From an optimization exercise on the open Yosys and OpenROAD flow, aimed at small area, a short achievable clock period and few clock cycles per item; shortcuts taken in it are not production practice. Where RTL was checked, it was by simulation tests only, not by an equivalence proof against the original. Power is estimated from default activity; no workload was simulated.

the baseline:
==> flow/design.v (excerpt) <==
module wall_grid_neighbor_smoothing_core (
	input  logic                                clk,
	input  logic                                arst_n,
	input  logic                                s_axis_tvalid,
	output logic                                s_axis_tready,
	input  logic [wgns_pkg::IN_DATA_W-1:0]      s_axis_tdata,   
	output logic                                m_axis_tvalid,
	input  logic                                m_axis_tready,
	output logic [wgns_pkg::OUT_DATA_W-1:0]     m_axis_tdata,   
	output logic [wgns_pkg::OUT_USER_W-1:0]     m_axis_tuser,   
	output logic                                m_axis_tlast,   
	input  logic                                cfg_we,
	input  logic [wgns_pkg::CFG_IDX_W-1:0]      cfg_index,
	input  logic [wgns_pkg::CFG_DATA_W-1:0]     cfg_wdata
);
For scale: about 1200 cells after synthesis, ~640 flip-flops, roughly 53 I/O pins, about 23000 um2 of cells after synthesis.
clock: 5.0 ns
lec_check: 0
cap_margin: 20
core_margin: 2
core_utilization: 60
cts_buf_list: sky130_fd_sc_hd__clkbuf_8
cts_cluster_diameter: 60
cts_cluster_size: 20
hold_slack_margin: 0
setup_slack_margin: 3.0
slew_margin: 20
run.sh (not shown) runs the stock make flow with config.mk's settings and CLKGATE_MAP_FILE= SYNTH_SCRIPT=/design/flow/synth_recipe.tcl, a recipe that flattens the netlist after the stock synthesis.
The baseline ended with every stage complete and zero timing, DRC or antenna violations.
Relative to the baseline, the following input files were edited for the candidate:
Settings: a deleted CTS_BUF_LIST that had been sky130_fd_sc_hd__clkbuf_8; a deleted CTS_CLUSTER_DIAMETER that had been 60; a deleted CTS_CLUSTER_SIZE that had been 20; a change of CORE_UTILIZATION from 60 to 40.
Notes after the runs:
Row via count: the candidate higher / the baseline lower. Power density of the placed cells came out higher on the candidate than on the baseline. Taking the baseline as the reference point, the switching power share of the total of the candidate falls by 1.3 points. Compared with the baseline, the candidate shows a lower setup slack. Changes observed in the candidate relative to the baseline: combinational power +about 2%, routed wire length now sits higher. The candidate vs the baseline on number of standard cells in the layout, taps in and fillers out: the candidate is the higher one. Sort the baseline and the candidate by number of global-route vias before repair desc -> top: the candidate. Highest cell delay on the worst timing path: the candidate vs the baseline, no meaningful difference. From the baseline to the candidate the numbers moved as follows: maximum number of pins on one net before global-route repair picked up an extra 39; placed standard-cell area rose by 380 um2.
No run of this note included a check of the RTL's function; only the layout flow was run.


wall_grid_neighbor_smoothing_core, a different RTL version from the one above (not shown whole).
Size in the first run: roughly 1,200 cells after synthesis, ~640 flip-flops, about 53 I/O pins, ~23,000 µm² of cells after synthesis.
Settings: LEC_CHECK=0, CAP_MARGIN=20, CORE_MARGIN=2, CORE_UTILIZATION=60, CTS_BUF_LIST=sky130_fd_sc_hd__clkbuf_8, CTS_CLUSTER_DIAMETER=60, CTS_CLUSTER_SIZE=20, HOLD_SLACK_MARGIN=0, SETUP_SLACK_MARGIN=3.0, SLEW_MARGIN=20; clock period 5.0 ns.
The first run finished clean.
==> next run, changes <==
Settings changed: CTS_BUF_LIST sky130_fd_sc_hd__clkbuf_8 to sky130_fd_sc_hd__clkbuf_16, CTS_CLUSTER_DIAMETER 60 to 80, CTS_CLUSTER_SIZE 20 to 30.
Die area does not change.
Sequential share of layout area went down by 0.16 points.
Clock skew increases by 0.0061 ns.
Routed wire length drops by 1.9%.
Final cell count goes down by 1.8%.
Hold slack hardly moves.
Count of clock-buffer cells in the layout drops by 15.
Global-route usage fell by 0.42 points.
Total power rose by 2.7%.
Synthesized area is unchanged.
Combinational power is about the same.
Function was not checked in any run of this note: the RTL went through the layout flow alone.


## build 4
wall_grid_neighbor_smoothing_core, a different RTL version from the one above (not shown whole).
For scale: about 610 flip-flops, roughly 53 I/O pins.
## wall_grid_neighbor_smoothing_core
module wall_grid_neighbor_smoothing_core (
	input  logic                                clk,
	input  logic                                arst_n,
	input  logic                                s_axis_tvalid,
	output logic                                s_axis_tready,
	input  logic [wgns_pkg::IN_DATA_W-1:0]      s_axis_tdata,   
	output logic                                m_axis_tvalid,
	input  logic                                m_axis_tready,
	output logic [wgns_pkg::OUT_DATA_W-1:0]     m_axis_tdata,   
	output logic [wgns_pkg::OUT_USER_W-1:0]     m_axis_tuser,   
	output logic                                m_axis_tlast,   
	input  logic                                cfg_we,
	input  logic [wgns_pkg::CFG_IDX_W-1:0]      cfg_index,
	input  logic [wgns_pkg::CFG_DATA_W-1:0]     cfg_wdata
);
==> flow/config.mk <==
export PLATFORM = sky130hd
export DESIGN_NAME = wall_grid_neighbor_smoothing_core
export DESIGN_NICKNAME = wall_grid_neighbor_smoothing_core
export VERILOG_FILES = /design/flow/design.v
export SDC_FILE = /design/flow/constraint.sdc
export NUM_CORES = 4
export LEC_CHECK = 0
export CAP_MARGIN = 20
export CORE_MARGIN = 2
export CORE_UTILIZATION = 60
export CTS_BUF_LIST = sky130_fd_sc_hd__clkbuf_8
export CTS_CLUSTER_DIAMETER = 60
export CTS_CLUSTER_SIZE = 20
export GPL_ROUTABILITY_DRIVEN = 0
export HOLD_SLACK_MARGIN = 0
export SETUP_SLACK_MARGIN = 2.9
export SLEW_MARGIN = 20
==> flow/constraint.sdc <==
create_clock -name core_clock -period 5.0 [get_ports {clk}]
set_input_delay 1.0000 -clock core_clock [delete_from_list [all_inputs] [get_ports {clk}]]
set_output_delay 1.0000 -clock core_clock [all_outputs]
set_load 0.01 [all_outputs]
Build 4 did not stop at any stage, and its layout met the timing, DRC and antenna checks.
Testbench counts of build 4, summed over its fixed seeds: cycles 72,316, items 68,207.
The following lists how build 33 was set up differently from build 4:
Settings: CORE_UTILIZATION: 60 -> 65; GPL_ROUTABILITY_DRIVEN: 0 -> unset.
[summary]
Build 33 completed; timing, DRC and antenna clean. Sequential power delta (build 33 -> build 4): insignificant. Core utilization in build 33 is 6.0 points above build 4. The minimum period implied by the final worst setup slack reported for build 33 is smaller than that of build 4 by 0.059 ns. Build 33 and build 4 ended up with roughly the same clock power. Measured against each other, build 4 and build 33 differ in static leakage power, the higher figure coming from build 33. Lower final cell count goes to build 33 over build 4. Build 4 has a lower final worst-path setup slack than build 33. Build 33 ends up with a first-pass GRT wire length that is 2100 um lower than in build 4. Chip height in build 33 is about 4% lower than in build 4. Re number of buffer and inverter stages on the critical path: no difference whatsoever between build 4 and build 33. Total of flip-flops plus latches after synthesis: build 4 vs build 33 identical.
Relative to build 33, the following input files were edited for build 85:
Settings: CORE_UTILIZATION now 60, was 65; TNS_END_PERCENT now 30, previously not set.
[summary]
- For the wire length of the first global-routing pass, build 85 came in 2.5% higher than build 33 did.
- Sequential fraction of total cell area ends up higher on build 85.
- Compared with build 33, build 85 has less setup slack.
- Going from build 33 to build 85, HPWL after detailed placement higher; utilization lower; buffer count from post-CTS setup fixing lower.
- Wire: build 85 routes more than build 33
- Diff build 33 -> build 85: share of the clock period used by the worst path went up 0.64 points; largest stage delay on the critical path has increased.
- Measured against each other, build 33 and build 85 differ in net switching component of the power, the lower figure coming from build 33.
- Having completed the whole flow, build 85 delivered a layout that passed the timing, DRC and antenna checks.
> inputs changed (build 85 -> build 64)
Settings: TNS_END_PERCENT: 30 -> unset; CTS_CLUSTER_SIZE: 20 -> 18; CTS_CLUSTER_DIAMETER: 60 -> 55; CORE_UTILIZATION: 60 -> 55.
==> results.txt <==
- Build 64 vs. build 85: number of buffers added for setup after CTS has increased, cell area after layout has increased.
- Going from build 85 to build 64, leakage power total grew by a few percent.
- Build 64 vs. build 85: cell count picked up an extra 5.1%; worst path setup slack after routing lost 0.033 ns.


wall_grid_neighbor_smoothing_core, a different RTL version from the one above (not shown whole).
Size in the first run: ~620 flip-flops.
clock: 5.0 ns
lec_check: 0
cap_margin: 20
core_margin: 2
core_utilization: 60
cts_buf_list: sky130_fd_sc_hd__clkbuf_16
cts_cluster_diameter: 80
cts_cluster_size: 30
hold_slack_margin: 0
setup_slack_margin: 2.9
slew_margin: 20
The first run ran to the end with no violations.
Testbench counts at the start, summed over its fixed seeds: cycles 72,300, items 68,207.
Then changed:
Settings changed: SETUP_SLACK_MARGIN 2.9 to 3.2.
Routed wire length goes up by 6.2%.
Worst setup slack gains 0.037 ns.
Area after synthesis does not change.
Clock skew goes down by 0.012 ns.
Fmax came out higher by 1.7%.
Die area does not change.


pepper:
wall_grid_neighbor_smoothing_core with an RTL version that a note above also has.
For scale: about 1200 cells after synthesis, ~610 flip-flops.
## wall_grid_neighbor_smoothing_core
module wall_grid_neighbor_smoothing_core (
	input  logic                                clk,
	input  logic                                arst_n,
	input  logic                                s_axis_tvalid,
	output logic                                s_axis_tready,
	input  logic [wgns_pkg::IN_DATA_W-1:0]      s_axis_tdata,   
	output logic                                m_axis_tvalid,
	input  logic                                m_axis_tready,
	output logic [wgns_pkg::OUT_DATA_W-1:0]     m_axis_tdata,   
	output logic [wgns_pkg::OUT_USER_W-1:0]     m_axis_tuser,   
	output logic                                m_axis_tlast,   
	input  logic                                cfg_we,
	input  logic [wgns_pkg::CFG_IDX_W-1:0]      cfg_index,
	input  logic [wgns_pkg::CFG_DATA_W-1:0]     cfg_wdata
);
	logic [7:0] sat3;
	logic [7:0] wv_q, hv_q;    
	logic [3:0] keep_thr_q, grow_thr_q;
	assign sat3 = (cfg_wdata < 9'd3)   ? 8'd0 :
	              (cfg_wdata > 9'd256) ? 8'd253 : 8'(cfg_wdata - 9'd3);
	always_ff @(posedge clk or negedge arst_n) begin
		if (!arst_n) begin
			wv_q       <= 8'(wgns_pkg::RST_WIDTH - 3);
			hv_q       <= 8'(wgns_pkg::RST_HEIGHT - 3);
			keep_thr_q <= wgns_pkg::RST_KEEP;
  ...
==> flow/config.mk <==
export PLATFORM = sky130hd
export DESIGN_NAME = wall_grid_neighbor_smoothing_core
export DESIGN_NICKNAME = wall_grid_neighbor_smoothing_core
export VERILOG_FILES = /design/flow/design.v
export SDC_FILE = /design/flow/constraint.sdc
export NUM_CORES = 4
export LEC_CHECK = 0
export CAP_MARGIN = 20
export CORE_MARGIN = 2
export CORE_UTILIZATION = 60
export CTS_BUF_LIST = sky130_fd_sc_hd__clkbuf_8
export CTS_CLUSTER_DIAMETER = 60
export CTS_CLUSTER_SIZE = 20
export HOLD_SLACK_MARGIN = 0
export SETUP_SLACK_MARGIN = 2.8
export SLEW_MARGIN = 20
==> flow/constraint.sdc <==
create_clock -name core_clock -period 5.0 [get_ports {clk}]
set_input_delay 1.0000 -clock core_clock [delete_from_list [all_inputs] [get_ports {clk}]]
set_output_delay 1.0000 -clock core_clock [all_outputs]
set_load 0.01 [all_outputs]
pepper went all the way through synthesis, placement and routing and the layout is clean on timing, DRC and antenna.
Testbench counts of pepper, summed over its fixed seeds: cycles 72,316, items 68,207.
Modified inputs, zinc compared to pepper
Settings: swapping 2.8 for 2.9 in SETUP_SLACK_MARGIN; putting ABC_AREA at 1 where nothing was set.
[summary]
Looking at fmax, zinc sits above pepper.
Relative to pepper, relative contribution of combinational cells to total power has gone down in zinc.
zinc has more setup slack than pepper.
In the metrics for zinc and pepper, the one carrying the lower detailed-route wire length is pepper.
Diff pepper -> zinc: multi-input logic portion of the cell area shrank by 1.4 points; clock power share moved down.
#### Input delta (ember over zinc)
Settings: CTS_CLUSTER_DIAMETER now 80, was 60; ABC_AREA no longer set, was 1; CTS_CLUSTER_SIZE now 16, was 20.
==> results.txt <==
zinc vs ember, end point of the critical path: m_axis_tlast vs m_axis_tuser[0]. When the final numbers for zinc and ember were put side by side, the share of the cycle needed by the critical path after routing turned out to be greater in ember. Changes observed in ember relative to zinc: non-clock buffer count picked up an extra 8; combinational share of power picked up an extra 1.3 points; area added between synthesis and finish lost 0.36 points; initial DRC count lost 49; per-instance average area after synthesis picked up an extra about 14%. zinc vs ember, worst-path cell with the longest stage delay: dfrtp_1 vs dfrtp_4.
#### Input delta (quartz over ember)
Settings: changing CTS_CLUSTER_SIZE from 16 to 20; changing CTS_CLUSTER_DIAMETER from 80 to 50; changing CORE_UTILIZATION from 60 to 70.
Findings:
Taking ember as the reference point, the count of clock-buffer cells in the layout of quartz rises by 3.
Sequential share of layout area on quartz is down relative to ember.
Per the comparison of quartz with ember, maximum clock frequency now larger; total design power now larger.
[inputs] garnet vs quartz
Settings: SETUP_SLACK_MARGIN changed from 2.9 to 2.85; CORE_UTILIZATION changed from 70 to 60; CTS_CLUSTER_DIAMETER changed from 50 to 60.
### Flow results
Die size: garnet exceeds quartz. Comparing quartz and garnet, the higher count of non-CTS buffers in the layout is on quartz. Measured against each other, quartz and garnet differ in global-route met2 utilization, the higher figure coming from quartz. Re proportion of power drawn by the clock network: garnet is 0.9 points down on quartz. Mean routed wirelength per cell of garnet falls short of that of quartz by a few percent.
Inputs modified between garnet and nickel:
Settings: changing SETUP_SLACK_MARGIN from 2.85 to 2.9.
Notes after the runs:
The wire length of nickel exceeds that of garnet by 96 microns.
Taking garnet as the reference, in nickel fill cell instance count of the final layout neither gained nor lost much, worst setup slack picked up an extra 0.019 ns.
[nickel vs garnet] met1 usage: lower in nickel
Going from garnet to nickel, the part of the cycle the worst path needs was found to have gone down by 0.37 points.
The worst hold slack of garnet and that of nickel are within noise of each other.
Total number of vias shrinks slightly when moving from garnet to nickel.
In nickel, the final period demand of the worst path came out 0.019 ns below the value in garnet.
Between nickel and garnet, the power dissipated in the clock network is higher for garnet.
Total power: nickel below garnet
nickel vs garnet: sequential share of layout area up


wall_grid_neighbor_smoothing_core, a different RTL version from the one above (not shown whole).
Size in the first run: about 53 I/O pins, roughly 22000 µm² of cells after synthesis.
Settings: LEC_CHECK=0, CAP_MARGIN=20, CORE_MARGIN=2, CORE_UTILIZATION=60, CTS_BUF_LIST=sky130_fd_sc_hd__clkbuf_8, CTS_CLUSTER_DIAMETER=60, CTS_CLUSTER_SIZE=20, HOLD_SLACK_MARGIN=0, SETUP_SLACK_MARGIN=3.05, SLEW_MARGIN=20; clock period 5.0 ns.
The first run completed without violations.
Change:
--- a/flow/config.mk
+++ b/flow/config.mk
@@ -14,3 +14,3 @@
 export HOLD_SLACK_MARGIN = 0
-export SETUP_SLACK_MARGIN = 3.05
+export SETUP_SLACK_MARGIN = 2.9
 export SLEW_MARGIN = 20
The changed run ran to the end with no violations.
Design area falls by 1.4%.
Register-to-register slack hardly moves.
Via count falls by 0.68%.
Global-route usage decreases by 0.13 points.
Synthesized cell count does not change.
Worst hold slack gets worse by 0.019 ns.
Critical path depth stays the same.
Count of clock-buffer cells in the layout rose by 2.
Cell count drops by 1.5%.
Die area does not change.
No functional check of the RTL was part of any run of this note.


Another version of the RTL of wall_grid_neighbor_smoothing_core (not shown whole).
Size in the first run: roughly 1,200 cells after synthesis, ~610 flip-flops, ~0.021 mm2 of cells after synthesis.
## wall_grid_neighbor_smoothing_core
module wall_grid_neighbor_smoothing_core (
	input  logic                                clk,
	input  logic                                arst_n,
	input  logic                                s_axis_tvalid,
	output logic                                s_axis_tready,
	input  logic [wgns_pkg::IN_DATA_W-1:0]      s_axis_tdata,   
	output logic                                m_axis_tvalid,
	input  logic                                m_axis_tready,
	output logic [wgns_pkg::OUT_DATA_W-1:0]     m_axis_tdata,   
	output logic [wgns_pkg::OUT_USER_W-1:0]     m_axis_tuser,   
	output logic                                m_axis_tlast,   
	input  logic                                cfg_we,
	input  logic [wgns_pkg::CFG_IDX_W-1:0]      cfg_index,
	input  logic [wgns_pkg::CFG_DATA_W-1:0]     cfg_wdata
);
export LEC_CHECK = 0
export CAP_MARGIN = 20
export CORE_MARGIN = 2
export CORE_UTILIZATION = 60
export CTS_BUF_LIST = sky130_fd_sc_hd__clkbuf_8
export CTS_CLUSTER_DIAMETER = 60
export CTS_CLUSTER_SIZE = 20
export HOLD_SLACK_MARGIN = 0
export SETUP_SLACK_MARGIN = 3.0
export SLEW_MARGIN = 20
create_clock -name core_clock -period 5.0 [get_ports {clk}]
The first run passed the timing, DRC and antenna checks.
Testbench counts at the start, summed over its fixed seeds: cycles 72,316, items 68,207.
Then changed:
--- a/flow/config.mk
+++ b/flow/config.mk
@@ -15 +15 @@
-export SETUP_SLACK_MARGIN = 3.0
+export SETUP_SLACK_MARGIN = 2.9
What happened: Non-clock buffer count went down by 5. Sequential power is about the same. Via count went down slightly. Total power went down slightly. Worst setup slack barely changes. Count of clock-buffer cells in the layout went up by 1. Worst hold slack is worse by 0.0044 ns. Die area does not change. Synthesized area does not change. Final area went down slightly.

static timing again, ports no longer ideal:
Ports are ideal in the flow. The routed layouts listed here were re-timed in OpenROAD.
Step 1 sets driving cells, clkbuf_16 on the clock port and buf_2 on the other inputs (assumed; they add their load-dependent delay and slew).
Step 2 moves the port delays by t, midway between the first and last clock arrival at a register: inputs arrive t later, outputs are due t later. That takes back most of the time a late clock gives input paths.
Slacks: ideal / step 1 / step 2; pairs: ideal / step 1.
run | shift t [ns] | slack for setup (ns) | latest minus earliest clock arrival (ns) | worst slew at a driven data input, ns
the baseline | 0.669 | 2.484 / 2.484 / 2.167 | 0.036 / 0.035 | 0.08
the candidate | 0.667 | 2.415 / 2.415 / 2.104 | 0.020 / 0.020 | 0.04
the first run of note 2 | 0.671 | 2.781 / 2.727 / 2.517 | 0.032 / 0.032 | 0.04
the second run of note 2 | 0.647 | 2.798 / 2.746 / 2.495 | 0.029 / 0.029 | 0.04
build 4 | 0.663 | 2.784 / 2.734 / 2.314 | 0.031 / 0.031 | 0.04
build 33 | 0.617 | 2.844 / 2.796 / 2.332 | 0.042 / 0.041 | 0.04
build 85 | 0.630 | 2.812 / 2.778 / 2.241 | 0.034 / 0.034 | 0.06
build 64 | 0.667 | 2.779 / 2.729 / 2.276 | 0.027 / 0.027 | 0.06
the first run of note 4 | 0.651 | 2.800 / 2.747 / 2.264 | 0.031 / 0.031 | 0.07
the second run of note 4 | 0.639 | 2.837 / 2.785 / 2.330 | 0.019 / 0.019 | 0.06
pepper | 0.650 | 2.805 / 2.754 / 2.244 | 0.040 / 0.040 | 0.07
zinc | 0.637 | 2.830 / 2.778 / 2.361 | 0.031 / 0.032 | 0.03
ember | 0.663 | 2.775 / 2.726 / 2.262 | 0.055 / 0.055 | 0.06
quartz | 0.635 | 2.806 / 2.756 / 2.335 | 0.035 / 0.035 | 0.03
garnet | 0.659 | 2.802 / 2.751 / 2.256 | 0.038 / 0.038 | 0.03
nickel | 0.651 | 2.820 / 2.770 / 2.332 | 0.045 / 0.045 | 0.06
the first run of note 6 | 0.663 | 2.866 / 2.818 / 2.425 | 0.022 / 0.023 | 0.04
the second run of note 6 | 0.651 | 2.848 / 2.800 / 2.227 | 0.024 / 0.023 | 0.06
the first run of note 7 | 0.670 | 2.772 / 2.722 / 2.375 | 0.025 / 0.026 | 0.07
the second run of note 7 | 0.663 | 2.772 / 2.722 / 2.310 | 0.025 / 0.025 | 0.05
After both steps every run listed still meets setup and hold. For the second run of note 6, which loses most, drivers alone change the setup slack by -0.048 ns; drivers and shift together by -0.621 ns.
